Context: an optimization exercise on an open-source flow, tuned for small area, a short achievable clock period and few clock cycles per item. The choices shown serve that exercise and are no tape-out recipe.
Only simulation tests tie the RTL to the original design; equivalence was not proved.
Power figures rest on the tool's default switching activity, not on a simulated workload.

==> flow/design.v <==
package sw_pkg;
    typedef logic [1:0] base_t;
    localparam int RIDX_W = $clog2(16);
    localparam int QIDX_W = $clog2(24);
    localparam int HW = $clog2(2 * 16 + 1);
endpackage
`timescale 1ns/1ps
module sw_sequencer (
    input  logic       clk,
    input  logic       reset,
    input  logic       i_valid,
    output logic       o_start,    
    output logic       o_load,     
    output logic [5:0] o_cnt,      
    output logic       o_busy,     
    output logic       o_last,     
    output logic       o_finish
);
    localparam int LAST = 24 + 16 - 3;
    logic       busy;
    logic [5:0] cnt;
    logic       fin;
    assign o_start = i_valid && !busy;
    assign o_load  = o_start || (busy && cnt < 6'(24 - 1));
    assign o_cnt   = cnt;
    assign o_last  = (cnt == 6'(LAST));
    assign o_busy  = busy;
    assign o_finish = fin;
    always_ff @(posedge clk or posedge reset) begin
        if (reset) begin
            busy <= 1'b0;
            cnt  <= '0;
            fin  <= 1'b0;
        end else begin
            fin <= busy && (cnt == 6'(LAST));
            if (o_start) begin
                busy <= 1'b1;
                cnt  <= '0;
            end else if (busy) begin
                cnt <= cnt + 1'b1;
                if (cnt == 6'(LAST)) begin
                    busy <= 1'b0;
                end
            end
        end
    end
endmodule
`timescale 1ns/1ps
module sw_pe #(
    parameter int J = 1
) (
    input  logic       clk,
    input  logic       i_diag,      
    input  logic       i_first,     
    input  logic       i_cell,      
    input  logic [1:0] i_query,     
    input  logic [1:0] i_ref_pin,   
    input  logic [5:0] i_h_left,    
    input  logic       i_eq_left,   
    input  logic [5:0] i_best,      
    input  logic [5:0] i_best_m2,   
    output logic [1:0] o_cand,      
    output logic       o_row1,      
    output logic [1:0] o_query,
    output logic [5:0] o_h,
    output logic       o_eq
);
    localparam int WH = $clog2(2 * J + 1);       
    localparam int WS = WH + 1;                  
    function automatic logic [1:0] cmp(input logic [WS-1:0] a, input logic [WS-1:0] b);
        logic g;
        logic p;
        g = 1'b0;
        p = 1'b1;
        for (int k = 0; k < WS; k++) begin
            g = (a[k] & ~b[k]) | ((a[k] | ~b[k]) & g);
            p = p & (a[k] | ~b[k]);
        end
        cmp = {g, g | p};
    endfunction
    function automatic logic [WS-1:0] gapv(input logic [WS-1:0] h, input logic e);
        logic c;
        gapv[0] = h[0] ^ e;
        c = h[0] & e;
        for (int k = 1; k < WS; k++) begin
            gapv[k] = ~(h[k] ^ c);
            c = h[k] | c;
        end
    endfunction
    logic [1:0]    ref_q;
    logic [1:0]    query_q;
    logic [WH-1:0] dg_q;
    logic [WH-1:0] h_q;
    logic          eq_i_q;
    logic          eq_d_q;
    logic [1:0]    cand_q;
    logic [1:0]    ref_b;
    logic [WH-1:0] hd;
    logic [WH-1:0] dg_nxt;
    logic [WH-1:0] dg_p2;
    logic [WH-1:0] dg_m1;
    logic [WS-1:0] ival;
    logic [WS-1:0] dval;
    logic [WS-1:0] ival_b;
    logic [WS-1:0] dval_b;
    logic [WS-1:0] dg_b;
    logic [1:0]    c_ig;
    logic [1:0]    c_dg;
    logic [1:0]    c_id;
    logic          eq_i;
    logic          eq_d;
    logic [WS-1:0] h_nxt;
    assign ref_b  = i_first ? i_ref_pin : ref_q;
    assign hd     = (J == 1) ? '0 : WH'(i_h_left);
    assign dg_p2  = hd + 2'd2;
    assign dg_m1  = (hd == '0) ? '0 : hd - 1'b1;
    assign dg_nxt = match ? dg_p2 : dg_m1;
    function automatic logic ge6(input logic [5:0] a, input logic [5:0] b);
        logic r;
        r = 1'b1;
        for (int k = 0; k < 6; k++) begin
            r = (a[k] & ~b[k]) | ((a[k] | ~b[k]) & r);
        end
        ge6 = r;
    endfunction
    logic       match;
    logic       match_q;        
    logic       cand_ok;
    logic       row1_q;
    logic       hd_ge;
    logic [3:0] d_oh;
    logic [3:0] g_oh;
    logic [1:0] cand;
    assign match   = (i_query == ref_b);
    assign match_q = (i_query == ref_q);
    assign cand_ok = (J == 16) ? (!i_first && match_q) : match;
    assign hd_ge = ge6(6'(hd), i_best_m2);           
    assign d_oh  = 4'b0001 << hd[1:0];
    assign g_oh  = 4'b0001 << (i_best[1:0] ^ 2'b10);  
    always_comb begin
        cand = 2'd0;
        if (J == 1 && i_first) begin
            cand = match ? 2'd3 : 2'd0;
        end else if (i_diag && cand_ok && hd_ge) begin
            if (|(d_oh & g_oh))                          cand = 2'd1;
            else if (|(d_oh & {g_oh[2:0], g_oh[3]}))     cand = 2'd2;
            else                                         cand = 2'd3;
        end
    end
    always_ff @(posedge clk) begin
        if (i_first) begin
            ref_q <= i_ref_pin;
        end
        query_q <= i_query;
        dg_q    <= dg_nxt;
        cand_q  <= cand;
        row1_q  <= i_diag && i_first && match;
    end
    assign ival   = gapv((J == 1) ? '0 : WS'(i_h_left), (J == 1) ? 1'b0 : i_eq_left);
    assign dval   = gapv(WS'(h_q), eq_d_q);
    assign ival_b = {~ival[WS-1], ival[WS-2:0]};
    assign dval_b = {~dval[WS-1], dval[WS-2:0]};
    assign dg_b   = {1'b1, dg_q};
    assign c_ig   = cmp(ival_b, dg_b);
    assign c_dg   = cmp(dval_b, dg_b);
    assign c_id   = cmp(ival_b, dval_b);
    assign eq_i   = c_ig[0] && c_id[0];
    assign eq_d   = c_dg[0] && !c_id[1];
    assign h_nxt  = (!c_ig[0] && !c_dg[0]) ? WS'(dg_q) : (eq_i ? ival : dval);
    always_ff @(posedge clk) begin
        h_q    <= i_cell ? WH'(h_nxt) : '0;
        eq_i_q <= eq_i;
        eq_d_q <= eq_d;
    end
    assign o_query = query_q;
    assign o_h     = 6'(h_q);
    assign o_eq    = eq_i_q;
    assign o_cand  = (J == 16) ? cand : cand_q;
    assign o_row1  = row1_q;
endmodule
`timescale 1ns/1ps
module sw_pe_array (
    input  logic                              clk,
    input  logic                              reset,
    input  logic                              i_start,
    input  logic                              i_load,
    input  logic [1:0]                        i_query_base,
    input  logic [1:0]                        i_ref_base,
    input  logic [5:0]                        i_best,
    input  logic [5:0]                        i_best_m2,
    output logic [16-1:0][1:0]       o_cand,
    output logic                              o_row1      
);
    logic [16-1:0]      row1_c;
    assign o_row1 = row1_c[16-1];
    logic [16-1:0]      cell_q;    
    logic [16-1:0][1:0] query_c;
    logic [16-1:0][5:0] h_c;
    logic [16-1:0]      eq_c;
    for (genvar j = 0; j < 16; j++) begin : g_cell
        logic       diag_act;
        logic       first;
        logic [1:0] query;
        logic [5:0] h_left;
        logic       eq_left;
        if (j == 0) begin : g_head
            assign diag_act = i_load;
            assign first    = i_start;
            assign query    = i_query_base;
            assign h_left   = '0;
            assign eq_left  = 1'b0;
        end else begin : g_body
            assign diag_act = cell_q[j-1];
            assign first    = cell_q[j-1] && !cell_q[j];
            assign query    = query_c[j-1];
            assign h_left   = h_c[j-1];
            assign eq_left  = eq_c[j-1];
        end
        always_ff @(posedge clk or posedge reset) begin
            if (reset) begin
                cell_q[j]  <= 1'b0;
            end else begin
                cell_q[j]  <= diag_act;
            end
        end
        sw_pe #(.J(j + 1)) u_pe (
            .clk        (clk),
            .i_diag     (diag_act),
            .i_first    (first),
            .i_cell     (cell_q[j]),
            .i_query    (query),
            .i_ref_pin  (i_ref_base),
            .i_h_left   (h_left),
            .i_eq_left  (eq_left),
            .i_best     (i_best),
            .i_best_m2  (i_best_m2),
            .o_cand     (o_cand[j]),
            .o_row1     (row1_c[j]),
            .o_query    (query_c[j]),
            .o_h        (h_c[j]),
            .o_eq       (eq_c[j])
        );
    end
endmodule
`timescale 1ns/1ps
module sw_max_tracker (
    input  logic                          clk,
    input  logic                          i_clear,   
    input  logic [5:0]                    i_cnt,
    input  logic                          i_last,    
    input  logic [16-1:0][1:0]   i_cand,
    input  logic                          i_row1,    
    output logic [5:0]                    o_best,    
    output logic [5:0]                    o_best_m2,
    output logic [5:0]                    o_max,
    output logic [4:0]                    o_pos_ref,
    output logic [4:0]                    o_pos_query
);
    localparam int N = 16;
    logic [5:0]   g_q;        
    logic [2:0]   step_q;     
    logic [4:0]   col_q;      
    logic [5:0]   diag_q;     
    logic [4:0]   row_q;      
    logic [N-1:0] c2;
    logic [N-1:0] c1;
    logic [N-1:0] c0;
    logic [N-1:0] below;      
    logic [N-1:0] c0b;
    logic         any2;
    logic         any1;
    logic         any0;
    logic [4:0]   enc2;
    logic [4:0]   enc1;
    logic [4:0]   enc0;
    logic [5:0]   cnt2;
    logic [5:0]   cnt3;
    logic [5:0]   g_p1;
    logic [5:0]   g_p2;
    logic         take;
    logic [5:0]   g_nxt;
    logic [4:0]   col_nxt;
    function automatic logic [4:0] lowest(input logic [N-1:0] v);
        lowest = '0;
        for (int k = N - 1; k >= 0; k--) begin
            if (v[k]) begin
                lowest = 5'(k + 1);
            end
        end
    endfunction
    for (genvar k = 0; k < N - 1; k++) begin : g_cls
        logic p2;
        logic p1;
        logic p0;
        assign p2 = i_cand[k] == 2'd3;
        assign p1 = i_cand[k] == 2'd2;
        assign p0 = i_cand[k] == 2'd1;
        assign c2[k] = p2 & step_q[0];
        assign c1[k] = (p2 & step_q[1]) | (p1 & step_q[0]);
        assign c0[k] = (p2 & step_q[2]) | (p1 & step_q[1]) | (p0 & step_q[0]);
        assign below[k] = (5'(k + 1) < col_q);
    end
    logic x2;
    logic x1;
    assign x2         = i_row1 && (g_q == 6'd0);
    assign x1         = i_row1 && (g_q == 6'd1);
    assign c2[N-1]    = (i_cand[N-1] == 2'd3) || x2;
    assign c1[N-1]    = (i_cand[N-1] == 2'd2) || x1;
    assign c0[N-1]    = 1'b0;
    assign below[N-1] = 1'b0;
    assign c0b     = c0 & below;
    assign any2    = |c2;
    assign any1    = |c1;
    assign any0    = |c0b;
    assign enc2    = lowest(c2);
    assign enc1    = lowest(c1);
    assign enc0    = lowest(c0b);
    assign cnt2    = i_cnt + 6'd2;
    assign cnt3    = i_cnt + 6'd3;
    assign g_p1    = g_q + 6'd1;
    assign g_p2    = g_q + 6'd2;
    assign take    = any2 || any1 || any0;
    assign g_nxt   = any2 ? g_p2 : (any1 ? g_p1 : g_q);
    assign col_nxt = any2 ? enc2 : (any1 ? enc1 : enc0);
    always_ff @(posedge clk) begin
        if (i_clear) begin
            g_q    <= '0;
            step_q <= 3'b001;
            col_q  <= 5'd1;
            diag_q <= 6'd2;
        end else begin
            step_q <= any2 ? 3'b100 : (any1 ? 3'b010 : 3'b001);
            if (take) begin
                g_q    <= g_nxt;
                col_q  <= col_nxt;
                if (col_nxt == 5'(N)) begin
                    diag_q <= (any2 ? x2 : x1) ? 6'(N + 1) : cnt3;
                end else begin
                    diag_q <= cnt2;
                end
            end
        end
        if (i_last && take) begin
            row_q <= 5'(24);
        end else begin
            row_q <= diag_q[4:0] - col_q;
        end
    end
    assign o_best      = g_q;
    assign o_best_m2   = (g_q > 6'd2) ? g_q - 6'd2 : 6'd0;
    assign o_max       = g_q;
    assign o_pos_ref   = col_q;
    assign o_pos_query = row_q;
endmodule
`timescale 1ns/1ps
module sw_top (
    input  logic                                clk,
    input  logic                                reset,
    input  logic                                i_valid,
    input  sw_pkg::base_t                       i_ref_base,
    input  sw_pkg::base_t                       i_query_base,
    output logic                                o_finish,
    output logic [8-1:0]              o_max,
    output logic [sw_pkg::RIDX_W:0]             o_pos_ref,
    output logic [sw_pkg::QIDX_W:0]             o_pos_query
);
    logic                        start;
    logic                        load;
    logic [5:0]                  cnt;
    logic                        last;
    logic                        busy;
    logic [5:0]                  best_m2;
    logic [16-1:0][1:0] cand;
    logic                        row1;
    logic [5:0]                  best_s;
    logic [5:0]                  best_g;
    logic [4:0]                  best_j;
    logic [4:0]                  best_i;
    sw_sequencer u_sequencer (
        .clk      (clk),
        .reset    (reset),
        .i_valid  (i_valid),
        .o_start  (start),
        .o_load   (load),
        .o_cnt    (cnt),
        .o_busy   (busy),
        .o_last   (last),
        .o_finish (o_finish)
    );
    sw_pe_array u_pe_array (
        .clk          (clk),
        .reset        (reset),
        .i_start      (start),
        .i_load       (load),
        .i_query_base (i_query_base),
        .i_ref_base   (i_ref_base),
        .i_best       (best_g),
        .i_best_m2    (best_m2),
        .o_cand       (cand),
        .o_row1       (row1)
    );
    sw_max_tracker u_max_tracker (
        .clk         (clk),
        .i_clear     (start),
        .i_cnt       (cnt),
        .i_last      (last),
        .i_cand      (cand),
        .i_row1      (row1),
        .o_best      (best_g),
        .o_best_m2   (best_m2),
        .o_max       (best_s),
        .o_pos_ref   (best_j),
        .o_pos_query (best_i)
    );
    assign o_max       = 8'(best_s);
    assign o_pos_ref   = best_j;
    assign o_pos_query = {1'b0, best_i};
endmodule
==> flow/run.sh <==
#!/bin/bash
# synth_recipe.tcl (not shown) runs the flow's synth.tcl, then flattens the netlist and writes it again
# the make line also repeats each setting of config.mk as NAME=value (left out here)
make -C /OpenROAD-flow-scripts/flow DESIGN_CONFIG=/design/flow/config.mk WORK_HOME=/design/flow/orfs CLKGATE_MAP_FILE= SYNTH_SCRIPT=/design/flow/synth_recipe.tcl finish
==> flow/config.mk <==
export PLATFORM = sky130hd
export DESIGN_NAME = sw_top
export DESIGN_NICKNAME = sw_top
export VERILOG_FILES = /design/flow/design.v
export SDC_FILE = /design/flow/constraint.sdc
export NUM_CORES = 4
export LEC_CHECK = 0
export ABC_AREA = 1
export CAP_MARGIN = 20
export CORE_MARGIN = 2
export CORE_UTILIZATION = 50
export CTS_CLUSTER_DIAMETER = 80
export CTS_CLUSTER_SIZE = 60
export PLACE_DENSITY = 0.65
export SETUP_SLACK_MARGIN = 4.6
export SLEW_MARGIN = 20
export TNS_END_PERCENT = 100
==> flow/constraint.sdc <==
create_clock -name core_clock -period 7.5 [get_ports {clk}]
set_input_delay 1.5000 -clock core_clock [delete_from_list [all_inputs] [get_ports {clk}]]
set_output_delay 1.5000 -clock core_clock [all_outputs]
set_load 0.01 [all_outputs]
==> impl_metrics.csv, run 1 <==
group,metric,value,unit
finish,drive_gt1_share,8.42,%
detailed_routing,wl_per_cell,15.3,um
clock_tree,cts_hold_buf,0,
sta,tns,0,ns
global_route,grt_first_pass_wirelength,84600,um
setup_path,critical-path-top-delay-family,"buffers and inverters",
sta,finalHoldViolations,0,
setup_path,critical_path_buf_inv_count,2,
setup_path,worst-setup-path-type,"reg2out",
setup_path,crit_cells,2,
global_route,grt_max_degree,32,
die,num_rows,72,
setup_path,critPathCapture,"o_max[0]",
place,dp_hpwl,37100,um
die,io_pins,27,
setup_path,crit_required,6.00,ns
sta,relSlewSlack,42.3,%
sta,fin_crit_sh,39.0,%
logic_synthesis,netlist_instances,2821,
die,start_util,51.0,%
die,core-area,38900,um2
setup_path,r2r_end,"u_max_tracker.g_q[3]",
global_route,overflow,0,
finish,fin_nets,3094,
clock_tree,h-tree-depth,1,
die,dieArea,41300,um2
finish,stdcell_count,3405,
finish,multi_input_area,12000,um2
logic_synthesis,ys.flop_type,"dfxtp_1",
pwr,p_leak,10.5,nW
logic_synthesis,syn_area,19900,um2
die,fp.dieH,203,um
sta,worstMarginPinSlew,0.865,ns
run_status,run_status,"finished clean",
clock_tree,clk-insertion-delay-late,0.53,ns
detailed_routing,drtAntennaViolNets,0,
setup_path,start_kind,"flop",
pwr,power.density,389,nW/um2
setup_path,worst_ep_arrival_time,1.42,ns
setup_path,reg2reg_setup_slack,4.66,ns
place,portBuffers,23,
detailed_routing,wirelength,51900,um
logic_synthesis,synth_cell_type_count,58,
global_route,grt_usage,24.6,%
finish,fillers,3661,
global_route,grt_pass1_vias,17200,
setup_path,path_cells,"buf_4 > dlygate4sd2_1",
logic_synthesis,synth-edff-count,0,
sta,fmax,342,MHz
job,drv_cap,0,
detailed_routing,drt_iter0_drc,1456,
clock_tree,cts_buffers,18,
setup_path,worstRegToRegCells,16,
detailed_routing,vias,18800,
finish,final_cell_area,22200,um2
sta,final.setup.worst_slack,4.58,ns
min_path,hold_path.class,"reg2reg",
setup_path,path_max_fanout,4,
clock_tree,cts_sinks,296,
finish,area_growth_syn_to_layout,11.6,%
detailed_routing,route.detailed.drc,0,
pwr,max-vdd-ir-drop,0.330,mV
setup_path,critPathCaptureType,"output port",
logic_synthesis,syn-mean-instance-area,7.04,um2
die,dieWidth,203,um
place,pre_cts_ws,3.41,ns
sta,rsz0062_at_grt,"true",
detailed_routing,dr.pass1.iters,7,
logic_synthesis,yosysSeqAreaShare,30.5,%
sta,setup_viol,0,
place,gp_congestion,0.876,
logic_synthesis,yosys.cell_count.top_type,"nand2_1",
logic_synthesis,yosys-top-cells-area,"dfxtp_1 27%, ha_1 13%, nand2_1 11%",
setup_path,slowest_delay,0.39,ns
clock_tree,ctsRootBufferMaster,"clkbuf_16",
setup_path,slowest_stage,"dfxtp_4",
sta,final_max_slew_viol_count,0,
setup_path,r2r-start,"u_max_tracker.g_q[0]",
sta,final.min_clock_period,2.92,ns
finish,seq_area,6160,um2
detailed_routing,via_per_inst,5.51,
clock_tree,path_clk_slew,0.11,ns
logic_synthesis,ys_seq_elements,296,
place,placed_area,20500,um2
setup_path,crit_start,"u_max_tracker.g_q[0]",
place,dp.cells,3301,
clock_tree,cts_tree,"yes",
logic_synthesis,synth_common_cells,"604 x nand2_1, 467 x inv_1, 272 x dfxtp_1",
sta,fin_hold_ws,0.373,ns
logic_synthesis,yosys.area.top_type,"dfxtp_1",
logic_synthesis,yosys_warnings,19,
logic_synthesis,synth_top_area_share,27.4,%
clock_tree,cts_buffer_depth,3,
sta,skew,0.0215,ns
logic_synthesis,synth_async_sr_flop_share,8.11,%
finish,diodes,0,
global_route,antenna_found_initial,0,
## layout make-up
type	instances	area share [%]
multi-input cells	1983	54.0
flip-flops and latches	296	27.8
inverters	477	8.40
repair buffers	98	3.83
well taps	518	2.93
clock buffers	20	2.16
clock inverters	12	0.825
repair inverters	1	0.0226
## where the power goes
group	internal, mW	switching [mW]
registers	1.94	0.365
logic	1.93	3.21
clock network	0.522	0.649
## stage by stage
| stage | utilization (%) | total power [mW] |
|---|---|---|
| after global placement | 52.7 | 6.81 |
| final | 56.9 | 8.62 |
| after CTS | 55.2 | 8.29 |
| after floorplan | - | 5.69 |
| after detailed placement | 52.7 | 6.88 |
| after global routing | 56.9 | 9.39 |
## worst min-delay path by stage
stage / startpoint / to / slack [ns] / cells after the start
2_1_floorplan: u_pe_array.g_cell[9].u_pe.query_q[0] / u_pe_array.g_cell[10].u_pe.query_q[0] / 0.35 / 0
3_5_place_dp: u_pe_array.g_cell[6].u_pe.query_q[1] / u_pe_array.g_cell[7].u_pe.query_q[1] / 0.36 / 0
4_1_cts: u_pe_array.g_cell[6].u_pe.query_q[1] / u_pe_array.g_cell[7].u_pe.query_q[1] / 0.37 / 0
5_1_grt: u_pe_array.g_cell[0].u_pe.query_q[1] / u_pe_array.g_cell[1].u_pe.query_q[1] / 0.38 / 0
6_report: u_pe_array.g_cell[8].u_pe.query_q[1] / u_pe_array.g_cell[9].u_pe.query_q[1] / 0.37 / 0
3_3_place_gp: u_pe_array.g_cell[12].u_pe.query_q[0] / u_pe_array.g_cell[13].u_pe.query_q[0] / 0.36 / 0
## placed cells by master, fill, tap and decap left out, types with 20 or more instances in the layout
master | synthesis | layout
a21oi_1 | 103 | 103
buf_4 | 3 | 68
dfrtp_1 | 24 | 24
dfxtp_1 | 272 | 238
dfxtp_4 | 0 | 27
ha_1 | 211 | 205
inv_1 | 467 | 448
nand2_1 | 604 | 590
nand3_1 | 151 | 150
nor2_1 | 169 | 167
nor3_1 | 21 | 20
o211ai_1 | 82 | 82
o21ai_0 | 257 | 239
o221ai_1 | 26 | 25
o22ai_1 | 99 | 99
xnor2_1 | 53 | 53
xor2_1 | 28 | 27
## routing by layer
metal  vias up  wire length, um  GRT usage (%)
met1      8690            24600           35.1
met3        82             2850           2.32
met5         -                0              0
met2       504            23500           40.4
met4         0             1040           5.29
li1       9502                -              -
## state kept, by name, summed over array words and instances, names as in the netlist, 5 cells and up
name	cells
u_pe_array.g_cell.u_pe.eq_d_q	15
u_max_tracker.g_q	6
u_max_tracker.row_q	5
u_pe_array.g_cell.u_pe.cand_q	30
u_max_tracker.col_q	5
u_pe_array.g_cell.u_pe.h_q	64
u_pe_array.cell_q	16
u_pe_array.g_cell.u_pe.eq_i_q	13
u_pe_array.g_cell.u_pe.query_q	30
u_sequencer.cnt	6
u_pe_array.g_cell.u_pe.ref_q	32
u_pe_array.g_cell.u_pe.dg_q	63
u_max_tracker.diag_q	5
## what timing repair did
action | 4_1_cts | 5_1_grt
pin swaps | 5 | 22
setup endpoints to repair | 149 | 92
buffers inserted | 19 | 48
cloned | 1 | 4
resized for setup | 72 | 105
## worst register-to-register path: stages, from the launching register on
cell	delay, ns
dfxtp_4	0.39
clkinvlp_4	0.10
ha_2	0.21
buf_12	0.17
o21ai_4	0.22
buf_12	0.15
nand2_8	0.08
buf_4	0.16
a22oi_1	0.18
nand2_1	0.13
nand3_2	0.14
nand3_4	0.17
nor2_8	0.21
buf_6	0.15
inv_1	0.09
a31oi_1	0.16
nor2_1	0.06
## logic make-up after synthesis
| logic type | count (synthesis) | synth area share (%) |
|---|---|---|
| other | 1 | 0.0189 |
| and+or+nand+nor | 1005 | 21.2 |
| xor gates and xnor gates | 81 | 3.57 |
| DFF | 296 | 30.5 |
| muxes | 1 | 0.0567 |
| buffers and inverters | 548 | 10.5 |
| adders and majority gates | 220 | 13.8 |
| AOI/OAI and AO/OA | 669 | 20.4 |
Testbench counts, summed over its fixed seeds: cycles 12,480, runs 320.
==> run 2, diff against run 1 <==
--- a/flow/config.mk
+++ b/flow/config.mk
@@ -8,10 +8,9 @@
 export ABC_AREA = 1
-export CAP_MARGIN = 20
+export CAP_MARGIN = 5
 export CORE_MARGIN = 2
-export CORE_UTILIZATION = 50
+export CORE_UTILIZATION = 40
 export CTS_CLUSTER_DIAMETER = 80
 export CTS_CLUSTER_SIZE = 60
-export PLACE_DENSITY = 0.65
 export SETUP_SLACK_MARGIN = 4.6
-export SLEW_MARGIN = 20
+export SLEW_MARGIN = 5
 export TNS_END_PERCENT = 100
==> run 2 against run 1 <==
  * Final cell count is 3.9% higher
  * Area after synthesis stayed put
  * Via count is 1.2% lower
  * Critical endpoint unchanged
  * Worst hold slack worse by 0.018 ns
  * Worst setup slack better by 0.057 ns
==> impl_metrics.csv, run 2 <==
group,metric,value,unit
sta,final_max_slew_viol_count,0,
clock_tree,cts_buffer_depth,3,
setup_path,critPathCaptureType,"output port",
finish,fillers,4842,
clock_tree,cts_hold_buf,0,
detailed_routing,vias,18600,
global_route,grt_pass1_vias,17300,
die,core-area,49000,um2
finish,layout_common_cells,"586 x nand2_1, 450 x inv_1, 238 x dfxtp_1",
global_route,antenna_found_initial,0,
sta,fmax,349,MHz
sta,skew,0.0187,ns
detailed_routing,routed-wl-met3,2580,um
finish,largest_register_ffs,64,
sta,tns,0,ns
die,fp.dieH,227,um
setup_path,path_max_fanout,5,
global_route,grt_first_pass_wirelength,86800,um
logic_synthesis,synth_async_sr_flop_share,8.11,%
die,io_pins,27,
logic_synthesis,yosys.area.top_type,"dfxtp_1",
sta,final.min_clock_period,2.86,ns
logic_synthesis,ys_seq_elements,296,
clock_tree,h-tree-depth,1,
sta,relSlewSlack,43.4,%
global_route,overflow,0,
finish,utilization,45.6,%
detailed_routing,wirelength,53500,um
pwr,power,8.74,mW
clock_tree,cts_sinks,296,
logic_synthesis,syn_area,19900,um2
finish,top_register,"u_pe_array.g_cell.u_pe.h_q",
logic_synthesis,syn-mean-instance-area,7.04,um2
die,dieWidth,227,um
global_route,grt_max_degree,32,
global_route,grt_usage,20.6,%
sta,fin_crit_sh,38.2,%
sta,fin_hold_ws,0.355,ns
clock_tree,path_clk_slew,0.10,ns
finish,drive_gt1_share,8.18,%
setup_path,crit_required,6.00,ns
detailed_routing,drt_iter0_drc,1279,
logic_synthesis,synth_top_area_share,27.4,%
sta,finalHoldViolations,0,
clock_tree,ctsRootBufferMaster,"clkbuf_16",
job,drv_cap,0,
sta,rsz0062_at_grt,"true",
clock_tree,clk-insertion-delay-late,0.56,ns
min_path,hold_path.class,"reg2reg",
place,gp_congestion,0.897,
finish,reg_top3,"u_pe_array.g_cell.u_pe.h_q (64), u_pe_array.g_cell.u_pe.dg_q (63), u_pe_array.g_cell.u_pe.ref_q (32)",
pwr,p_leak,10.4,nW
clock_tree,cts_buffers,22,
logic_synthesis,synth_cell_type_count,58,
die,dieArea,51400,um2
detailed_routing,dr.pass1.iters,5,
finish,fin_nets,3076,
sta,worstMarginPinSlew,0.849,ns
detailed_routing,drtAntennaViolNets,0,
detailed_routing,route.met2.wl,24400,um
logic_synthesis,synth-edff-count,0,
place,portBuffers,23,
detailed_routing,route.detailed.drc,0,
logic_synthesis,yosys-top-cells-area,"dfxtp_1 27%, ha_1 13%, nand2_1 11%",
finish,area_growth_syn_to_layout,12.5,%
finish,final_common_cell,"nand2_1",
finish,diodes,0,
clock_tree,cts_tree,"yes",
logic_synthesis,yosys_warnings,19,
detailed_routing,routed.top_layer,"met4",
die,start_util,40.6,%
setup_path,worst-setup-path-type,"reg2out",
logic_synthesis,ys.flop_type,"dfxtp_1",
logic_synthesis,yosys.cell_count.top_type,"nand2_1",
run_status,run_status,"finished clean",
logic_synthesis,yosysSeqAreaShare,30.5,%
place,dp_hpwl,38100,um
pwr,max-vdd-ir-drop,0.242,mV
setup_path,worst_ep_arrival_time,1.36,ns
setup_path,start_kind,"flop",
detailed_routing,via_per_inst,5.24,
sta,setup_viol,0,
logic_synthesis,synth_common_cells,"604 x nand2_1, 467 x inv_1, 272 x dfxtp_1",
detailed_routing,wirelength_met1,25500,um
pwr,power.density,391,nW/um2
die,num_rows,81,
detailed_routing,wl_per_cell,15.1,um
logic_synthesis,netlist_instances,2821,
[run 2: cell types whose count changed in the layout (fill, tap and decap cells not counted), sizes merged]
cell / before / now
clkinvlp: 15 / 11
dlygate4sd2: 15 / 18
buf: 75 / 53
clkbuf: 20 / 24
inv: 472 / 479
clkdlybuf4s50: 3 / 4
dlymetal6s2s: 5 / 1
clkinv: 3 / 4
[run 2: path summary, 6_finish.rpt]
check | startpoint | to | slack (ns) | cells past startpoint
min in group asynchronous | reset | u_pe_array.cell_q[5] | 1.34 | 3
worst max-delay path | u_max_tracker.g_q[0] | o_max[0] | 4.64 | 2
worst min-delay path | u_pe_array.g_cell[7].u_pe.query_q[1] | u_pe_array.g_cell[8].u_pe.query_q[1] | 0.35 | 0
worst min register to register | u_pe_array.g_cell[7].u_pe.query_q[1] | u_pe_array.g_cell[8].u_pe.query_q[1] | 0.35 | 0
worst max register to register | u_max_tracker.g_q[0] | u_max_tracker.row_q[3] | 4.68 | 18
max in group asynchronous | reset | u_sequencer.fin | 5.83 | 3
[run 2: through the flow]
stage	worst slack [ns]	cells	instance area (um2)
floorplan	4.66	2823	19900
global placement	3.53	3447	20700
detailed placement	3.42	3447	20700
CTS	4.55	3507	21800
global route	4.54	3537	22300
finish	4.64	3537	22300
[run 2: cell families after synthesis]
| kind of cell | after synthesis | synth area share [%] |
|---|---|---|
| compound gates | 669 | 20.4 |
| xor+xnor | 81 | 3.57 |
| fa+ha+maj | 220 | 13.8 |
| buf+inv | 548 | 10.5 |
| flops | 296 | 30.5 |
| mux | 1 | 0.0567 |
| other cells | 1 | 0.0189 |
| simple gates | 1005 | 21.2 |
[run 2: cell type report]
class / count / area (um2) / area share (%)
clock buffers: 24 / 589 / 2.64
clock inverters: 16 / 238 / 1.06
inverters: 477 / 1840 / 8.24
multi-input cells: 1983 / 12000 / 53.8
flip-flops and latches: 296 / 6150 / 27.5
well taps: 664 / 831 / 3.72
repair buffers: 76 / 662 / 2.96
repair inverters: 1 / 5.00 / 0.0224
[run 2: routing by layer]
layer | global-route usage, % | vias up
li1 | - | 9493
met1 | 28.3 | 8554
met2 | 34.4 | 436
met3 | 2.27 | 67
met4 | 4.94 | 0
met5 | 0 | -
[run 2: what timing repair did]
| action | 4_1_cts | 5_1_grt |
|---|---|---|
| setup endpoints to repair | 150 | 130 |
| buffers inserted | 19 | 26 |
| cloned | 1 | 4 |
| pin swaps | 4 | 14 |
| resized for setup | 89 | 96 |
[run 2: critical path: stages, from the launching register on]
cell and delay, ns:
dfxtp_4 0.38, buf_4 0.11, dlygate4sd2_1 0.33
[run 2: report_power, final]
group	internal (mW)	total, mW	switching [mW]	leakage, nW
registers	1.94	2.33	0.389	2.57
clock network	0.639	1.35	0.712	0.398
logic	1.86	5.06	3.21	7.46
==> run 3, diff against run 2 <==
--- a/flow/config.mk
+++ b/flow/config.mk
@@ -8,3 +8,3 @@
 export ABC_AREA = 1
-export CAP_MARGIN = 5
+export CAP_MARGIN = 20
 export CORE_MARGIN = 2
@@ -13,4 +13,4 @@
 export CTS_CLUSTER_SIZE = 60
-export SETUP_SLACK_MARGIN = 4.6
-export SLEW_MARGIN = 5
+export SETUP_SLACK_MARGIN = 4.65
+export SLEW_MARGIN = 20
 export TNS_END_PERCENT = 100
==> run 3 against run 2 <==
  * Largest power group unchanged
  * Final cell count up 0.48%
  * Clock-buffer cell count unchanged
  * Worst setup slack improved by 0.061 ns
  * Still clean on timing, DRC and antenna
  * Global-route usage hardly changed
  * Sequential power barely moved
  * Sequential share of layout area shrank 0.20 points
  * Via count up 0.32%
  * Maximum frequency rose by 2.2%
==> impl_metrics.csv, run 3 <==
group,metric,value,unit
finish,area_growth_syn_to_layout,13.7,%
detailed_routing,dr.pass1.iters,5,
place,pre_cts_ws,3.42,ns
sta,fin_hold_ws,0.360,ns
die,dieWidth,227,um
setup_path,crit_required,7.98,ns
place,dp_hpwl,38100,um
logic_synthesis,synth_common_cells,"604 x nand2_1, 467 x inv_1, 272 x dfxtp_1",
finish,seq_area,6160,um2
clock_tree,cts_buffer_depth,3,
pwr,power.density,394,nW/um2
finish,drive_gt1_share,9.24,%
sta,fin_crit_sh,37.4,%
finish,largest_register_ffs,64,
pwr,max-vdd-ir-drop,0.216,mV
clock_tree,ctsRootBufferMaster,"clkbuf_16",
sta,tns,0,ns
logic_synthesis,syn_area,19900,um2
sta,final.min_clock_period,2.80,ns
setup_path,start_kind,"input port",
job,drv_cap,0,
finish,fillers,4819,
finish,utilization,46.1,%
clock_tree,cts_tree,"yes",
setup_path,worstRegToRegCells,16,
setup_path,path_cells,"clkdlybuf4s50_1 > inv_1 > nor2_4 > clkinvlp_4 > o21ai_1 > xnor2_1 > nand2_1 > nor3_1 > nand4_1 > o31ai_1",
clock_tree,clk-insertion-delay-late,0.56,ns
detailed_routing,drt_iter0_drc,1250,
min_path,worstHoldStart,"u_pe_array.g_cell[7].u_pe.query_q[1]",
min_path,holdPathEnd,"u_pe_array.g_cell[8].u_pe.query_q[1]",
sta,setup_viol,0,
logic_synthesis,yosys_warnings,19,
finish,fin_nets,3093,
setup_path,slowest_stage,"clkdlybuf4s50_1",
finish,multi_input_area,12100,um2
min_path,hold_path.class,"reg2reg",
logic_synthesis,ys_seq_elements,296,
logic_synthesis,netlist_instances,2821,
setup_path,worst-setup-path-type,"in2reg",
logic_synthesis,ys.flop_type,"dfxtp_1",
finish,layout_common_cells,"581 x nand2_1, 450 x inv_1, 236 x dfxtp_1",
place,gp_congestion,0.897,
detailed_routing,wl_per_cell,15.3,um
global_route,grt_first_pass_wirelength,86800,um
detailed_routing,wirelength,54400,um
clock_tree,cts_hold_buf,0,
global_route,grt_usage,20.6,%
clock_tree,h-tree-depth,1,
pwr,p_leak,10.5,nW
logic_synthesis,syn-mean-instance-area,7.04,um2
sta,worstMarginPinSlew,0.849,ns
logic_synthesis,synth_async_sr_flop_share,8.11,%
setup_path,critical_path_buf_inv_count,3,
min_path,min_path_cells,0,
sta,final_max_slew_viol_count,0,
global_route,grt_max_degree,32,
global_route,grt_pass1_vias,17300,
sta,skew,0.0190,ns
die,start_util,40.6,%
clock_tree,cts_sinks,296,
sta,finalHoldViolations,0,
die,num_rows,81,
finish,diodes,0,
sta,relSlewSlack,43.3,%
die,core-area,49000,um2
logic_synthesis,synth_cell_type_count,58,
setup_path,crit_start,"i_valid",
detailed_routing,via_per_inst,5.24,
pwr,power,8.90,mW
global_route,antenna_found_initial,0,
finish,top_register,"u_pe_array.g_cell.u_pe.h_q",
finish,reg_top3,"u_pe_array.g_cell.u_pe.h_q (64), u_pe_array.g_cell.u_pe.dg_q (63), u_pe_array.g_cell.u_pe.ref_q (32)",
logic_synthesis,yosys.cell_count.top_type,"nand2_1",
detailed_routing,vias,18600,
logic_synthesis,yosys.area.top_type,"dfxtp_1",
place,portBuffers,23,
die,fp.dieH,227,um
setup_path,worst_ep_arrival_time,3.28,ns
setup_path,critical-path-top-delay-family,"buffers and inverters",
setup_path,r2r_end,"u_pe_array.g_cell[8].u_pe.h_q[3]",
detailed_routing,drtAntennaViolNets,0,
finish,final_common_cell,"nand2_1",
die,dieArea,51400,um2
logic_synthesis,yosys-top-cells-area,"dfxtp_1 27%, ha_1 13%, nand2_1 11%",
run_status,run_status,"finished clean",
detailed_routing,route.detailed.drc,0,
sta,rsz0062_at_grt,"true",
logic_synthesis,synth-edff-count,0,
global_route,overflow,0,
setup_path,critPathCaptureType,"flop",
setup_path,slowest_delay,0.46,ns
logic_synthesis,yosysSeqAreaShare,30.5,%
die,io_pins,27,
sta,fmax,357,MHz
setup_path,path_max_fanout,6,
clock_tree,cts_buffers,22,
sta,final.setup.worst_slack,4.70,ns
logic_synthesis,synth_top_area_share,27.4,%
clock_tree,path_clk_slew,0.10,ns
setup_path,r2r-start,"u_pe_array.g_cell[8].u_pe.h_q[1]",
setup_path,reg2reg_setup_slack,4.77,ns
==> run 3: worst max path at each step <==
stage	slack [ns]	to	depth (start not counted)
final	4.70	u_pe_array.g_cell[0].u_pe.cand_q[1]	10
after CTS	4.64	u_max_tracker.row_q[3]	17
after global routing	4.57	u_pe_array.g_cell[8].u_pe.h_q[3]	16
after global placement	3.53	u_pe_array.g_cell[0].u_pe.cand_q[0]	10
after floorplan	4.66	u_pe_array.g_cell[0].u_pe.cand_q[1]	9
after detailed placement	3.42	u_pe_array.g_cell[0].u_pe.cand_q[1]	10
==> run 3: worst reg2reg max path, cell delays in order, from the launching register on <==
cell and delay (ns):
dfxtp_4 0.39, clkinvlp_4 0.20, ha_4 0.22, ha_1 0.19, ha_2 0.19, ha_4 0.27
inv_1 0.06, a22o_1 0.21, inv_1 0.07, o21ai_0 0.08, o221ai_1 0.09, nand2_1 0.10
o21ai_2 0.09, nand2_2 0.12, o211ai_1 0.23, o211ai_1 0.12, inv_1 0.06
==> run 3: logic make-up after synthesis <==
logic type	count (synthesis)	synth area share, %
AO/OA/AOI/OAI	669	20.4
multiplexers	1	0.0567
XOR/XNOR	81	3.57
AND/OR/NAND/NOR	1005	21.2
adder cells (fa/ha/maj)	220	13.8
buffers and inverters	548	10.5
flip-flops	296	30.5
other	1	0.0189
==> run 3: area by class of cell <==
type | count | area share (%)
Timing Repair Buffer | 94 | 3.62
Sequential cell | 296 | 27.3
Clock inverter | 16 | 1.05
Clock buffer | 24 | 2.61
Tap cell | 664 | 3.68
Inverter | 477 | 8.17
Multi-Input combinational cell | 1982 | 53.5
Timing Repair inverter | 1 | 0.0222
==> run 3: per-stage QoR <==
stage                     cell area, um2  instances
after floorplan                    19900       2823
after global placement             20700       3447
after detailed placement           20700       3447
after CTS                          21900       3510
after global routing               22600       3554
final                              22600       3554
==> run 3: what timing repair did <==
| action | 4_1_cts | 5_1_grt |
|---|---|---|
| resized for setup | 101 | 110 |
| endpoints found under the setup margin | 165 | 126 |
| cloned | 1 | 4 |
| setup buffers | 22 | 40 |
| pin swaps | 6 | 23 |
==> run 3: where the power goes <==
part	switching, mW	internal [mW]	total (mW)
logic	3.29	1.95	5.24
clock network	0.710	0.639	1.35
registers	0.370	1.94	2.31
total	4.37	4.53	8.90
==> run 3: layer usage <==
| layer | routed length (um) | up-vias | part of all wire, % | global-route usage (%) |
|---|---|---|---|---|
| met4 | 1010 | 0 | 1.9 | 4.94 |
| met3 | 2510 | 67 | 4.6 | 2.27 |
| met5 | 0 | - | 0 | 0 |
| met2 | 24900 | 407 | 46 | 34.5 |
| li1 | - | 9533 | - | - |
| met1 | 25900 | 8602 | 48 | 28.2 |
==> run 4, diff against run 3 <==
--- a/flow/config.mk
+++ b/flow/config.mk
@@ -13,3 +13,3 @@
 export CTS_CLUSTER_SIZE = 60
-export SETUP_SLACK_MARGIN = 4.65
+export SETUP_SLACK_MARGIN = 4.55
 export SLEW_MARGIN = 20
==> run 4 against run 3 <==
  * Still clean
  * Clock-buffer cell count is the same
  * Sequential share of layout area grew 0.32 points
  * Worst hold slack lost 0.0045 ns
  * Combinational power shrank 4.2%
  * Clock skew shrank 0.00081 ns
  * Critical path type is now reg2out
  * Largest cell class unchanged
==> impl_metrics.csv, run 4 <==
group,metric,value,unit
die,dieArea,51400,um2
die,fp.dieH,227,um
place,dp_hpwl,38100,um
detailed_routing,drtAntennaViolNets,0,
pwr,power.density,392,nW/um2
logic_synthesis,synth_async_sr_flop_share,8.11,%
setup_path,crit_required,6.00,ns
finish,area_growth_syn_to_layout,11.9,%
finish,drive_gt1_share,7.71,%
finish,top_register,"u_pe_array.g_cell.u_pe.h_q",
detailed_routing,dr.pass1.iters,5,
pwr,switching_share,49.2,%
place,portBuffers,23,
logic_synthesis,synth_common_cells,"604 x nand2_1, 467 x inv_1, 272 x dfxtp_1",
clock_tree,h-tree-depth,1,
setup_path,worst-setup-path-type,"reg2out",
setup_path,worst_ep_arrival_time,1.42,ns
sta,setup_viol,0,
global_route,grt_usage,20.6,%
run_status,run_status,"finished clean",
finish,layout_common_cells,"585 x nand2_1, 450 x inv_1, 239 x dfxtp_1",
finish,fillers,4845,
finish,multi_input_area,12000,um2
global_route,antenna_found_initial,0,
sta,finalHoldViolations,0,
detailed_routing,wirelength,53400,um
die,num_rows,81,
clock_tree,path_clk_slew,0.10,ns
logic_synthesis,ys.flop_type,"dfxtp_1",
detailed_routing,drt_iter0_drc,1362,
sta,fin_hold_ws,0.355,ns
logic_synthesis,syn-mean-instance-area,7.04,um2
die,io_pins,27,
sta,final.min_clock_period,2.92,ns
die,dieWidth,227,um
place,gp_congestion,0.897,
clock_tree,cts_buffers,22,
global_route,overflow,0,
die,core-area,49000,um2
detailed_routing,vias,18500,
finish,final_common_cell,"nand2_1",
logic_synthesis,synth-edff-count,0,
die,start_util,40.6,%
sta,final_max_slew_viol_count,0,
clock_tree,clk-insertion-delay-late,0.56,ns
logic_synthesis,ys_seq_elements,296,
job,drv_cap,0,
pwr,clkPwrFrac,15.5,%
logic_synthesis,syn_area,19900,um2
global_route,grt_first_pass_wirelength,86700,um
sta,fin_crit_sh,38.9,%
clock_tree,cts_tree,"yes",
pwr,power_frac_seq,26.8,%
logic_synthesis,yosysSeqAreaShare,30.5,%
clock_tree,cts_buffer_depth,3,
clock_tree,ctsRootBufferMaster,"clkbuf_16",
sta,tns,0,ns
global_route,grt_max_degree,32,
setup_path,path_max_fanout,5,
pwr,p_leak,10.4,nW
logic_synthesis,netlist_instances,2821,
detailed_routing,wl_per_cell,15.1,um
sta,rsz0062_at_grt,"true",
logic_synthesis,synth_top_area_share,27.4,%
logic_synthesis,yosys_warnings,19,
sta,skew,0.0182,ns
detailed_routing,via_per_inst,5.25,
setup_path,critPathCaptureType,"output port",
sta,relSlewSlack,43.2,%
pwr,max-vdd-ir-drop,0.215,mV
finish,fin_nets,3069,
detailed_routing,route.detailed.drc,0,
pwr,power_frac_comb,57.7,%
logic_synthesis,yosys.cell_count.top_type,"nand2_1",
min_path,hold_path.class,"reg2reg",
finish,largest_register_ffs,64,
pwr,power.switching,4.28,mW
sta,fmax,343,MHz
clock_tree,cts_hold_buf,0,
pwr,p_int,4.42,mW
clock_tree,cts_sinks,296,
finish,seq_area,6140,um2
sta,worstMarginPinSlew,0.851,ns
logic_synthesis,yosys.area.top_type,"dfxtp_1",
finish,reg_top3,"u_pe_array.g_cell.u_pe.h_q (64), u_pe_array.g_cell.u_pe.dg_q (63), u_pe_array.g_cell.u_pe.ref_q (32)",
logic_synthesis,yosys-top-cells-area,"dfxtp_1 27%, ha_1 13%, nand2_1 11%",
finish,diodes,0,
logic_synthesis,synth_cell_type_count,58,
global_route,grt_pass1_vias,17300,
setup_path,start_kind,"flop",
## run 4: cell counts after synthesis
No cell type changed its count.
## run 4: cell families after synthesis
family,count (synthesis),share of synthesized area (%)
AOI/OAI and AO/OA,669,20.4
xor gates and xnor gates,81,3.57
adders and majority gates,220,13.8
buffers and inverters,548,10.5
DFF,296,30.5
muxes,1,0.0567
other,1,0.0189
and+or+nand+nor,1005,21.2
## run 4: metal layers
metal  GRT usage [%]  up-vias  wire [um]
li1                -     9478          -
met1            28.3     8566      25600
met2            34.3      410      24300
met3            2.28       71       2430
met4            4.94        0       1070
met5               0        -          0
## run 4: per-stage QoR
stage,utilization [%],setup slack [ns],cells,power (mW),area [um2]
2_1_floorplan,-,4.66,2823,5.69,19900
3_3_place_gp,42.3,3.53,3447,6.86,20700
3_5_place_dp,42.3,3.42,3447,6.92,20700
4_1_cts,44.5,4.52,3507,8.48,21800
5_1_grt,45.4,4.51,3530,9.48,22200
6_report,45.4,4.58,3530,8.70,22200
## run 4: worst paths after layout
path                            depth (start not counted)                              endpoint                            startpoint  slack, ns
worst min register to register                          0  u_pe_array.g_cell[8].u_pe.query_q[1]  u_pe_array.g_cell[7].u_pe.query_q[1]       0.36
worst max register to register                         18                u_max_tracker.row_q[3]                  u_max_tracker.g_q[0]       4.66
max in group asynchronous                               3                  u_pe_array.cell_q[1]                                 reset       5.82
min in group asynchronous                               3                  u_pe_array.cell_q[5]                                 reset       1.35
worst max-delay path                                    2                              o_max[0]                  u_max_tracker.g_q[0]       4.58
worst min-delay path                                    0  u_pe_array.g_cell[8].u_pe.query_q[1]  u_pe_array.g_cell[7].u_pe.query_q[1]       0.36
## run 4: worst max-delay path, stage by stage (launching register included)
cell and delay, ns:
dfxtp_4 0.41, buf_4 0.13, dlygate4sd2_1 0.33
## run 4: final cells by class
class                   count  area share, %
flip-flops and latches    296           27.6
multi-input cells        1982           53.8
clock buffers              24           2.65
well taps                 664           3.74
inverters                 477           8.26
repair buffers             70           2.82
clock inverters            16           1.07
repair inverters            1         0.0225
## run 4: what timing repair did
item,in CTS,in global routing
gates cloned,1,3
pin swaps,3,11
resized for setup,67,111
hold endpoints to repair,0,0
setup buffers,19,20
setup endpoints to repair,122,132
## run 4: power by group through the flow
stage               registers (mW)  logic, mW  clock network (mW)
global route                  2.38       5.66                1.45
finish                        2.33       5.02                1.35
global placement              2.33       4.53                   0
CTS                           2.31       4.78                1.39
detailed placement            2.33       4.60                   0
floorplan                     2.15       3.54                   0
==> run 5, diff against run 4 <==
--- a/flow/config.mk
+++ b/flow/config.mk
@@ -13,3 +13,4 @@
 export CTS_CLUSTER_SIZE = 60
-export SETUP_SLACK_MARGIN = 4.55
+export GPL_ROUTABILITY_DRIVEN = 0
+export SETUP_SLACK_MARGIN = 4.6
 export SLEW_MARGIN = 20
==> run 5 against run 4 <==
  * Still clean
  * Clock skew is 0.011 ns higher
  * Worst hold slack better by 0.0035 ns
  * Power is 0.51% lower
==> impl_metrics.csv, run 5 <==
group,metric,value,unit
run_status,run_status,"finished clean",
logic_synthesis,netlist_instances,2821,
job,drv_cap,0,
logic_synthesis,yosysSeqAreaShare,30.5,%
logic_synthesis,yosys_warnings,19,
pwr,max-vdd-ir-drop,0.179,mV
finish,area_growth_syn_to_layout,13.4,%
detailed_routing,route.detailed.drc,0,
clock_tree,cts_tree,"yes",
sta,worstMarginPinSlew,0.807,ns
logic_synthesis,synth_top_area_share,27.4,%
global_route,grt_pass1_vias,17100,
finish,top_register,"u_pe_array.g_cell.u_pe.h_q",
logic_synthesis,syn_area,19900,um2
global_route,met1_usage,27.3,%
global_route,grt_use_met3,2.79,%
die,start_util,40.6,%
detailed_routing,drtAntennaViolNets,0,
pwr,power,8.66,mW
global_route,grt_usage,20.3,%
global_route,busiest_layer,"met2",
setup_path,reg2reg_setup_slack,4.76,ns
sta,fin_hold_ws,0.359,ns
place,pre_cts_ws,3.43,ns
sta,rsz0062_at_grt,"true",
sta,tns,0,ns
finish,fin_nets,3095,
setup_path,critPathCaptureType,"output port",
logic_synthesis,post_synth_mux_area_share,0.0567,%
setup_path,start_kind,"flop",
logic_synthesis,synth_async_sr_flop_share,8.11,%
clock_tree,cts_buffer_depth,3,
sta,finalHoldViolations,0,
setup_path,worst-setup-path-type,"reg2out",
setup_path,critical-path-top-delay-family,"flip-flops",
clock_tree,ctsRootBufferMaster,"clkbuf_16",
logic_synthesis,synth-edff-count,0,
setup_path,slowest_delay,0.44,ns
clock_tree,clk-insertion-delay-late,0.55,ns
place,dp.cells,3444,
detailed_routing,wirelength,53300,um
global_route,use_met2,34.3,%
sta,final.setup.worst_slack,4.64,ns
finish,largest_register_ffs,64,
die,io_pins,27,
sta,setup_viol,0,
sta,final_max_slew_viol_count,0,
logic_synthesis,ys_seq_elements,296,
logic_synthesis,ys.flop_type,"dfxtp_1",
finish,drive_gt1_share,9.13,%
finish,layout_common_cells,"588 x nand2_1, 447 x inv_1, 237 x o21ai_0, 237 x dfxtp_1, 198 x ha_1",
die,num_rows,81,
setup_path,slowest_stage,"dfxtp_4",
detailed_routing,drt_iter0_drc,1335,
die,core-area,49000,um2
global_route,overflow,0,
pwr,p_leak,10.5,nW
finish,utilization,46.0,%
place,dp_hpwl,37300,um
logic_synthesis,synth_xor_area_share,3.57,%
clock_tree,h-tree-depth,1,
setup_path,critical_path_buf_inv_count,1,
detailed_routing,dr.pass1.iters,5,
finish,final_cell_area,22500,um2
logic_synthesis,synth_top_family_by_area,"simple AND/OR/NAND/NOR gates",
sta,skew,0.0294,ns
pwr,power.density,385,nW/um2
clock_tree,cts_hold_buf,0,
place,placed_area,20700,um2
global_route,antenna_found_initial,1,
logic_synthesis,yosys.cell_count.top_type,"nand2_1",
setup_path,path_max_fanout,9,
global_route,grt_first_pass_wirelength,85800,um
place,portBuffers,23,
finish,stdcell_count,3554,
finish,diodes,0,
die,fp.dieH,227,um
die,dieWidth,227,um
sta,relSlewSlack,46.2,%
global_route,grt_max_degree,32,
clock_tree,path_clk_slew,0.10,ns
min_path,hold_path.class,"reg2reg",
logic_synthesis,synth_cell_type_count,58,
logic_synthesis,synth-compound-area-share,20.4,%
setup_path,worst_ep_arrival_time,1.36,ns
finish,final_common_cell,"nand2_1",
setup_path,path_cells,"dlygate4sd2_1",
die,dieArea,51400,um2
sta,fmax,350,MHz
detailed_routing,wl_per_cell,15.0,um
detailed_routing,via_per_inst,5.25,
detailed_routing,vias,18600,
finish,reg_top3,"u_pe_array.g_cell.u_pe.h_q (64), u_pe_array.g_cell.u_pe.dg_q (63), u_pe_array.g_cell.u_pe.ref_q (32)",
logic_synthesis,yosys.area.top_type,"dfxtp_1",
setup_path,crit_required,6.00,ns
logic_synthesis,yosys-top-cells-area,"dfxtp_1 27%, ha_1 13%, nand2_1 11%",
sta,fin_crit_sh,38.1,%
clock_tree,cts_buffers,20,
logic_synthesis,syn-mean-instance-area,7.04,um2
clock_tree,cts_sinks,296,
logic_synthesis,synthSimpleGateAreaFrac,21.2,%
sta,final.min_clock_period,2.86,ns
logic_synthesis,synth_common_cells,"604 x nand2_1, 467 x inv_1, 272 x dfxtp_1",
logic_synthesis,synth_fa_ha_area_share,13.8,%
-- run 5: cell counts after synthesis --
Identical to the previous run, type by type.
-- run 5: cells by family (layout without fill, tap and decap cells) --
logic type               Yosys count  after routing
XOR/XNOR                          81             81
AO/OA/AOI/OAI                    669            669
flip-flops                       296            296
adder cells (fa/ha/maj)          220            220
AND/OR/NAND/NOR                 1005           1010
buffers and inverters            548            610
multiplexers                       1              1
other                              1              3
-- run 5: path summary, 6_finish.rpt --
check / start / end / cells past startpoint
worst max-delay path: u_max_tracker.g_q[1] / o_max[1] / 1
worst min-delay path: u_pe_array.g_cell[8].u_pe.query_q[0] / u_pe_array.g_cell[9].u_pe.query_q[0] / 0
worst max register to register: u_max_tracker.g_q[1] / u_max_tracker.row_q[3] / 17
worst min register to register: u_pe_array.g_cell[8].u_pe.query_q[0] / u_pe_array.g_cell[9].u_pe.query_q[0] / 0
max in group asynchronous: reset / u_sequencer.cnt[1] / 3
min in group asynchronous: reset / u_pe_array.cell_q[6] / 3
-- run 5: per-layer routing --
layer  vias to the layer above  part of all wire [%]
met5                         -                     0
met1                      8589                    46
met4                         0                   2.4
li1                       9515                     -
met2                       464                    46
met3                        78                   5.1
-- run 5: worst reg2reg max path: stages (launching register included) --
cell and delay, ns:
dfxtp_4 0.41, inv_2 0.16, ha_2 0.26, xor2_4 0.23
nand2_8 0.14, inv_12 0.14, nand2_1 0.07, o21ai_1 0.09
inv_2 0.04, nand2_1 0.05, nand2_1 0.09, nand3_2 0.12
nand3_4 0.15, nor2_8 0.16, nand2_4 0.14, nand2_2 0.14
inv_2 0.05, or2_1 0.19
-- run 5: area by class of cell --
| type | count | area, um2 |
|---|---|---|
| clock buffers | 21 | 514 |
| repair buffers | 96 | 827 |
| flip-flops and latches | 296 | 6150 |
| multi-input cells | 1984 | 12100 |
| inverters | 477 | 1860 |
| repair inverters | 1 | 5.00 |
| well taps | 664 | 831 |
| fillers | 4819 | 26400 |
| clock inverters | 15 | 240 |
-- run 5: report_power, final --
group	switching [mW]	internal [mW]
registers	0.384	1.94
clock network	0.673	0.586
logic	3.20	1.88
-- run 5: repair_timing --
action	in CTS	in global routing
pin swaps	3	20
gates cloned	1	5
buffers inserted	15	53
setup endpoints to repair	139	130
gates resized for setup	84	105
==> run 6, diff against run 5 <==
--- a/flow/config.mk
+++ b/flow/config.mk
@@ -12,4 +12,3 @@
 export CTS_CLUSTER_DIAMETER = 80
-export CTS_CLUSTER_SIZE = 60
-export GPL_ROUTABILITY_DRIVEN = 0
+export CTS_CLUSTER_SIZE = 40
 export SETUP_SLACK_MARGIN = 4.6
==> run 6 against run 5 <==
  * Maximum frequency fell by 0.32%
  * Critical path depth rose by 1
  * Via count fell by 0.51%
  * Worst hold slack got worse by 0.0037 ns
  * First-iteration DRC count fell by 4.2%
  * Still clean
  * Clock skew fell by 0.011 ns
  * Global-route usage rose by 0.27 points
==> impl_metrics.csv, run 6 <==
group,metric,value,unit
min_path,hold_path.class,"reg2reg",
setup_path,critical_path_buf_inv_count,2,
setup_path,slowest_delay,0.38,ns
setup_path,start_kind,"flop",
place,dp_hpwl,38100,um
clock_tree,h-tree-depth,1,
detailed_routing,route.detailed.drc,0,
setup_path,reg2reg_setup_slack,4.68,ns
sta,final_max_slew_viol_count,0,
clock_tree,cts_hold_buf,0,
logic_synthesis,yosys-top-cells-area,"dfxtp_1 27%, ha_1 13%, nand2_1 11%",
sta,tns,0,ns
setup_path,slowest_stage,"dfxtp_4",
finish,fillers,4842,
setup_path,critPathCapture,"o_max[0]",
sta,rsz0062_at_grt,"true",
die,dieWidth,227,um
logic_synthesis,yosysSeqAreaShare,30.5,%
sta,setup_viol,0,
detailed_routing,dr.pass1.iters,5,
pwr,p_leak,10.4,nW
finish,stdcell_count,3537,
die,core-area,49000,um2
place,placed_area,20700,um2
global_route,grt_max_degree,32,
finish,utilization,45.6,%
sta,relSlewSlack,43.4,%
global_route,grt_pass1_vias,17300,
setup_path,crit_cells,2,
clock_tree,cts_tree,"yes",
die,dieArea,51400,um2
sta,skew,0.0187,ns
pwr,max-vdd-ir-drop,0.242,mV
sta,finalHoldViolations,0,
setup_path,crit_start,"u_max_tracker.g_q[0]",
detailed_routing,wirelength,53500,um
finish,area_growth_syn_to_layout,12.5,%
job,drv_cap,0,
logic_synthesis,netlist_instances,2821,
logic_synthesis,synth_common_cells,"604 x nand2_1, 467 x inv_1, 272 x dfxtp_1",
sta,fin_crit_sh,38.2,%
sta,fin_hold_ws,0.355,ns
detailed_routing,via_per_inst,5.24,
place,pre_cts_ws,3.42,ns
detailed_routing,drtAntennaViolNets,0,
logic_synthesis,yosys.area.top_type,"dfxtp_1",
finish,seq_area,6150,um2
detailed_routing,drt_iter0_drc,1279,
finish,multi_input_area,12000,um2
finish,final_common_cell,"nand2_1",
global_route,grt_usage,20.6,%
place,dp.cells,3447,
die,fp.dieH,227,um
min_path,worstHoldStart,"u_pe_array.g_cell[7].u_pe.query_q[1]",
setup_path,critPathCaptureType,"output port",
logic_synthesis,synth_top_area_share,27.4,%
pwr,power.density,391,nW/um2
pwr,power,8.74,mW
logic_synthesis,synth_cell_type_count,58,
logic_synthesis,syn-mean-instance-area,7.04,um2
setup_path,worstRegToRegCells,18,
finish,final_cell_area,22300,um2
setup_path,r2r_end,"u_max_tracker.row_q[3]",
finish,diodes,0,
clock_tree,ctsRootBufferMaster,"clkbuf_16",
logic_synthesis,ys_seq_elements,296,
logic_synthesis,ys.flop_type,"dfxtp_1",
detailed_routing,vias,18600,
logic_synthesis,yosys_warnings,19,
place,gp_congestion,0.897,
sta,worstMarginPinSlew,0.849,ns
clock_tree,clk-insertion-delay-late,0.56,ns
finish,reg_top3,"u_pe_array.g_cell.u_pe.h_q (64), u_pe_array.g_cell.u_pe.dg_q (63), u_pe_array.g_cell.u_pe.ref_q (32)",
clock_tree,cts_buffers,22,
logic_synthesis,syn_area,19900,um2
detailed_routing,wl_per_cell,15.1,um
clock_tree,cts_buffer_depth,3,
logic_synthesis,synth-edff-count,0,
logic_synthesis,yosys.cell_count.top_type,"nand2_1",
die,start_util,40.6,%
finish,fin_nets,3076,
setup_path,crit_required,6.00,ns
die,num_rows,81,
sta,final.min_clock_period,2.86,ns
die,io_pins,27,
setup_path,path_cells,"buf_4 > dlygate4sd2_1",
run_status,run_status,"finished clean",
sta,final.setup.worst_slack,4.64,ns
setup_path,worst-setup-path-type,"reg2out",
finish,layout_common_cells,"586 x nand2_1, 450 x inv_1, 238 x dfxtp_1",
setup_path,worst_ep_arrival_time,1.36,ns
global_route,antenna_found_initial,0,
setup_path,critical-path-top-delay-family,"buffers and inverters",
global_route,grt_first_pass_wirelength,86800,um
clock_tree,cts_sinks,296,
sta,fmax,349,MHz
clock_tree,path_clk_slew,0.10,ns
finish,top_register,"u_pe_array.g_cell.u_pe.h_q",
logic_synthesis,synth_async_sr_flop_share,8.11,%
setup_path,path_max_fanout,5,
finish,largest_register_ffs,64,
finish,drive_gt1_share,8.18,%
place,portBuffers,23,
global_route,overflow,0,
setup_path,r2r-start,"u_max_tracker.g_q[0]",
-- run 6: changes by cell type in the layout (fill, tap and decap cells not counted), moves of 3 or more --
cell	delta
inv_1	+3
nor3_2	-3
inv_16	+3
ha_2	-5
ha_1	+7
clkinvlp_4	-5
o31ai_1	+3
clkinv_16	-3
clkbuf_16	+3
o21ai_0	-3
buf_4	-19
o31ai_2	-3
inv_12	+5
-- run 6: final cells by class --
class / instances / share of cell area [%]
clock buffers: 24 / 2.64
clock inverters: 16 / 1.06
flip-flops and latches: 296 / 27.5
multi-input cells: 1983 / 53.8
well taps: 664 / 3.72
repair buffers: 76 / 2.96
repair inverters: 1 / 0.0224
inverters: 477 / 8.24
-- run 6: per-layer routing --
metal  wire length (um)  share of wire [%]  GRT usage (%)  up-vias
met3               2580                4.8           2.27       67
met2              24400                 46           34.4      436
met4               1030                1.9           4.94        0
met1              25500                 48           28.3     8554
li1                   -                  -              -     9493
met5                  0                  0              0        -
-- run 6: what timing repair did --
item	CTS	global route
pin swaps	4	14
setup buffers	19	26
setup endpoints to repair	150	130
resized for setup	89	96
cloned	1	4
-- run 6: power by group --
group / internal [mW] / switching, mW
clock: 0.639 / 0.712
combinational: 1.86 / 3.21
sequential: 1.94 / 0.389
total: 4.43 / 4.31
-- run 6: cell families (layout without fill, tap and decap cells) --
logic type | count (synthesis) | after routing | synth area share [%]
other | 1 | 3 | 0.0189
AO/OA/AOI/OAI | 669 | 669 | 20.4
flip-flops | 296 | 296 | 30.5
multiplexers | 1 | 1 | 0.0567
XOR/XNOR | 81 | 81 | 3.57
AND/OR/NAND/NOR | 1005 | 1009 | 21.2
adder cells (fa/ha/maj) | 220 | 220 | 13.8
buffers and inverters | 548 | 594 | 10.5
-- run 6: worst min path at each step --
stage                                                  endpoint  slack [ns]  cells past startpoint
after global routing       u_pe_array.g_cell[8].u_pe.query_q[1]        0.37                      0
after global placement    u_pe_array.g_cell[14].u_pe.query_q[1]        0.36                      0
after detailed placement  u_pe_array.g_cell[14].u_pe.query_q[1]        0.36                      0
final                      u_pe_array.g_cell[8].u_pe.query_q[1]        0.35                      0
after floorplan           u_pe_array.g_cell[10].u_pe.query_q[0]        0.35                      0
after CTS                  u_pe_array.g_cell[8].u_pe.query_q[1]        0.36                      0
==> run 7, diff against run 6 <==
--- a/flow/config.mk
+++ b/flow/config.mk
@@ -11,4 +11,2 @@
 export CORE_UTILIZATION = 40
-export CTS_CLUSTER_DIAMETER = 80
-export CTS_CLUSTER_SIZE = 40
 export SETUP_SLACK_MARGIN = 4.6
==> run 7 against run 6 <==
  * Still clean
  * Core utilization rose by 0.71 points
  * Clock-buffer cell count rose by 23
  * Worst setup slack got worse by 0.0092 ns
  * Register-to-register slack improved by 0.02 ns
  * Maximum frequency fell by 0.32%
  * Sequential power barely moved
  * First-iteration DRC count rose by 11%
  * Via count rose by 0.53%
  * Combinational power barely moved
  * Clock skew rose by 0.0013 ns
  * Final area rose by 1.5%
  * Highest routed layer unchanged
==> impl_metrics.csv, run 7 <==
group,metric,value,unit
setup_path,worst_ep_arrival_time,1.37,ns
pwr,p_int,5.01,mW
logic_synthesis,synth_common_cells,"604 x nand2_1, 467 x inv_1, 272 x dfxtp_1",
finish,layout_common_cells,"582 x nand2_1, 450 x inv_1, 238 x dfxtp_1",
sta,fin_crit_sh,38.3,%
sta,final.min_clock_period,2.87,ns
global_route,grt_first_pass_wirelength,87700,um
detailed_routing,vias,18600,
setup_path,critical_path_buf_inv_count,1,
detailed_routing,via_per_inst,5.24,
clock_tree,cts_tree,"yes",
place,gp_congestion,0.897,
clock_tree,path_clk_slew,0.06,ns
pwr,p_leak,10.6,nW
global_route,overflow,0,
sta,skew,0.0200,ns
clock_tree,h-tree-depth,2,
setup_path,path_cells,"dlygate4sd2_1",
run_status,run_status,"finished clean",
place,pre_cts_ws,3.42,ns
detailed_routing,drtAntennaViolNets,0,
pwr,max-vdd-ir-drop,0.233,mV
sta,worstMarginPinSlew,0.847,ns
detailed_routing,route.detailed.drc,0,
setup_path,critPathCapture,"o_max[1]",
setup_path,crit_cells,1,
place,dp_hpwl,38100,um
logic_synthesis,yosysSeqAreaShare,30.5,%
sta,fmax,348,MHz
finish,diodes,0,
setup_path,r2r-start,"u_max_tracker.g_q[0]",
finish,largest_register_ffs,64,
logic_synthesis,synth_async_sr_flop_share,8.11,%
logic_synthesis,ys.flop_type,"dfxtp_1",
finish,fin_nets,3083,
finish,area_growth_syn_to_layout,14.3,%
logic_synthesis,yosys_warnings,19,
finish,drive_gt1_share,8.71,%
clock_tree,cts_sinks,296,
logic_synthesis,syn_area,19900,um2
pwr,switching_share,46.2,%
pwr,power.density,410,nW/um2
die,core-area,49000,um2
clock_tree,ctsRootBufferMaster,"clkbuf_16",
sta,final_max_slew_viol_count,0,
setup_path,crit_start,"u_max_tracker.g_q[1]",
die,start_util,40.6,%
detailed_routing,dr.pass1.iters,7,
logic_synthesis,syn-mean-instance-area,7.04,um2
clock_tree,cts_buffers,36,
sta,finalHoldViolations,0,
clock_tree,clk-insertion-delay-late,0.56,ns
sta,rsz0062_at_grt,"true",
die,dieArea,51400,um2
clock_tree,cts_hold_buf,0,
pwr,power_frac_comb,54.6,%
sta,fin_hold_ws,0.361,ns
die,io_pins,27,
setup_path,critPathCaptureType,"output port",
setup_path,reg2reg_setup_slack,4.70,ns
place,portBuffers,23,
global_route,grt_usage,20.9,%
setup_path,path_max_fanout,9,
die,dieWidth,227,um
finish,reg_top3,"u_pe_array.g_cell.u_pe.h_q (64), u_pe_array.g_cell.u_pe.dg_q (63), u_pe_array.g_cell.u_pe.ref_q (32)",
global_route,grt_max_degree,32,
detailed_routing,wirelength,54100,um
setup_path,worst-setup-path-type,"reg2out",
die,fp.dieH,227,um
clock_tree,cts_buffer_depth,3,
sta,setup_viol,0,
==> run 7: area by class of cell <==
cell class / instances / area, um2
tap: 664 / 831
multi-input combinational: 1982 / 12000
clock inverter: 19 / 267
fill: 4811 / 26300
inverter: 477 / 1830
sequential: 296 / 6140
timing repair buffer: 70 / 612
clock buffer: 47 / 1020
timing repair inverter: 1 / 5.00
==> run 7: stage by stage <==
step | util [%] | cell area, um2 | std cells
2_1_floorplan | - | 19900 | 2823
3_3_place_gp | 42.3 | 20700 | 3447
3_5_place_dp | 42.3 | 20700 | 3447
4_1_cts | 45.5 | 22300 | 3534
5_1_grt | 46.3 | 22700 | 3556
6_report | 46.3 | 22700 | 3556
==> run 7: worst min-delay path by stage <==
stage | end | slack (ns) | from | cells past startpoint
floorplan | u_pe_array.g_cell[10].u_pe.query_q[0] | 0.35 | u_pe_array.g_cell[9].u_pe.query_q[0] | 0
global placement | u_pe_array.g_cell[14].u_pe.query_q[1] | 0.36 | u_pe_array.g_cell[13].u_pe.query_q[1] | 0
detailed placement | u_pe_array.g_cell[14].u_pe.query_q[1] | 0.36 | u_pe_array.g_cell[13].u_pe.query_q[1] | 0
CTS | u_pe_array.g_cell[14].u_pe.query_q[1] | 0.36 | u_pe_array.g_cell[13].u_pe.query_q[1] | 0
global route | u_pe_array.g_cell[8].u_pe.query_q[1] | 0.37 | u_pe_array.g_cell[7].u_pe.query_q[1] | 0
finish | u_pe_array.g_cell[1].u_pe.query_q[0] | 0.36 | u_pe_array.g_cell[0].u_pe.query_q[0] | 0
==> run 7: cells by family after synthesis <==
family	synth area share (%)
XOR/XNOR	3.57
AND/OR/NAND/NOR	21.2
AO/OA/AOI/OAI	20.4
other	0.0189
adder cells (fa/ha/maj)	13.8
multiplexers	0.0567
buffers and inverters	10.5
flip-flops	30.5
==> run 7: per-layer routing <==
layer	GRT usage, %	vias up	wire [um]
met5	0	-	0
met4	5.90	0	1210
met3	3.34	81	2780
met2	34.5	489	24500
met1	28.2	8566	25600
li1	-	9513	-
==> run 7: repair_timing <==
action	4_1_cts	5_1_grt
setup endpoints to repair	150	133
gates resized for setup	84	94
gates cloned	1	4
buffers inserted	20	18
pin swaps	6	17
==> run 7: power by group through the flow <==
stage | Clock [mW] | Combinational (mW) | Sequential (mW)
2_1_floorplan | 0 | 3.54 | 2.15
3_3_place_gp | 0 | 4.53 | 2.33
3_5_place_dp | 0 | 4.60 | 2.33
4_1_cts | 1.93 | 4.83 | 2.32
5_1_grt | 1.99 | 5.73 | 2.38
6_report | 1.89 | 5.08 | 2.33

Setup slack of run 7, layout unchanged: 4.626 ns with ideal ports, 4.570 ns with driving cells assumed (clock clkbuf_16, inputs buf_2), 4.032 ns with port delays also shifted by the 0.608 ns mid clock arrival.
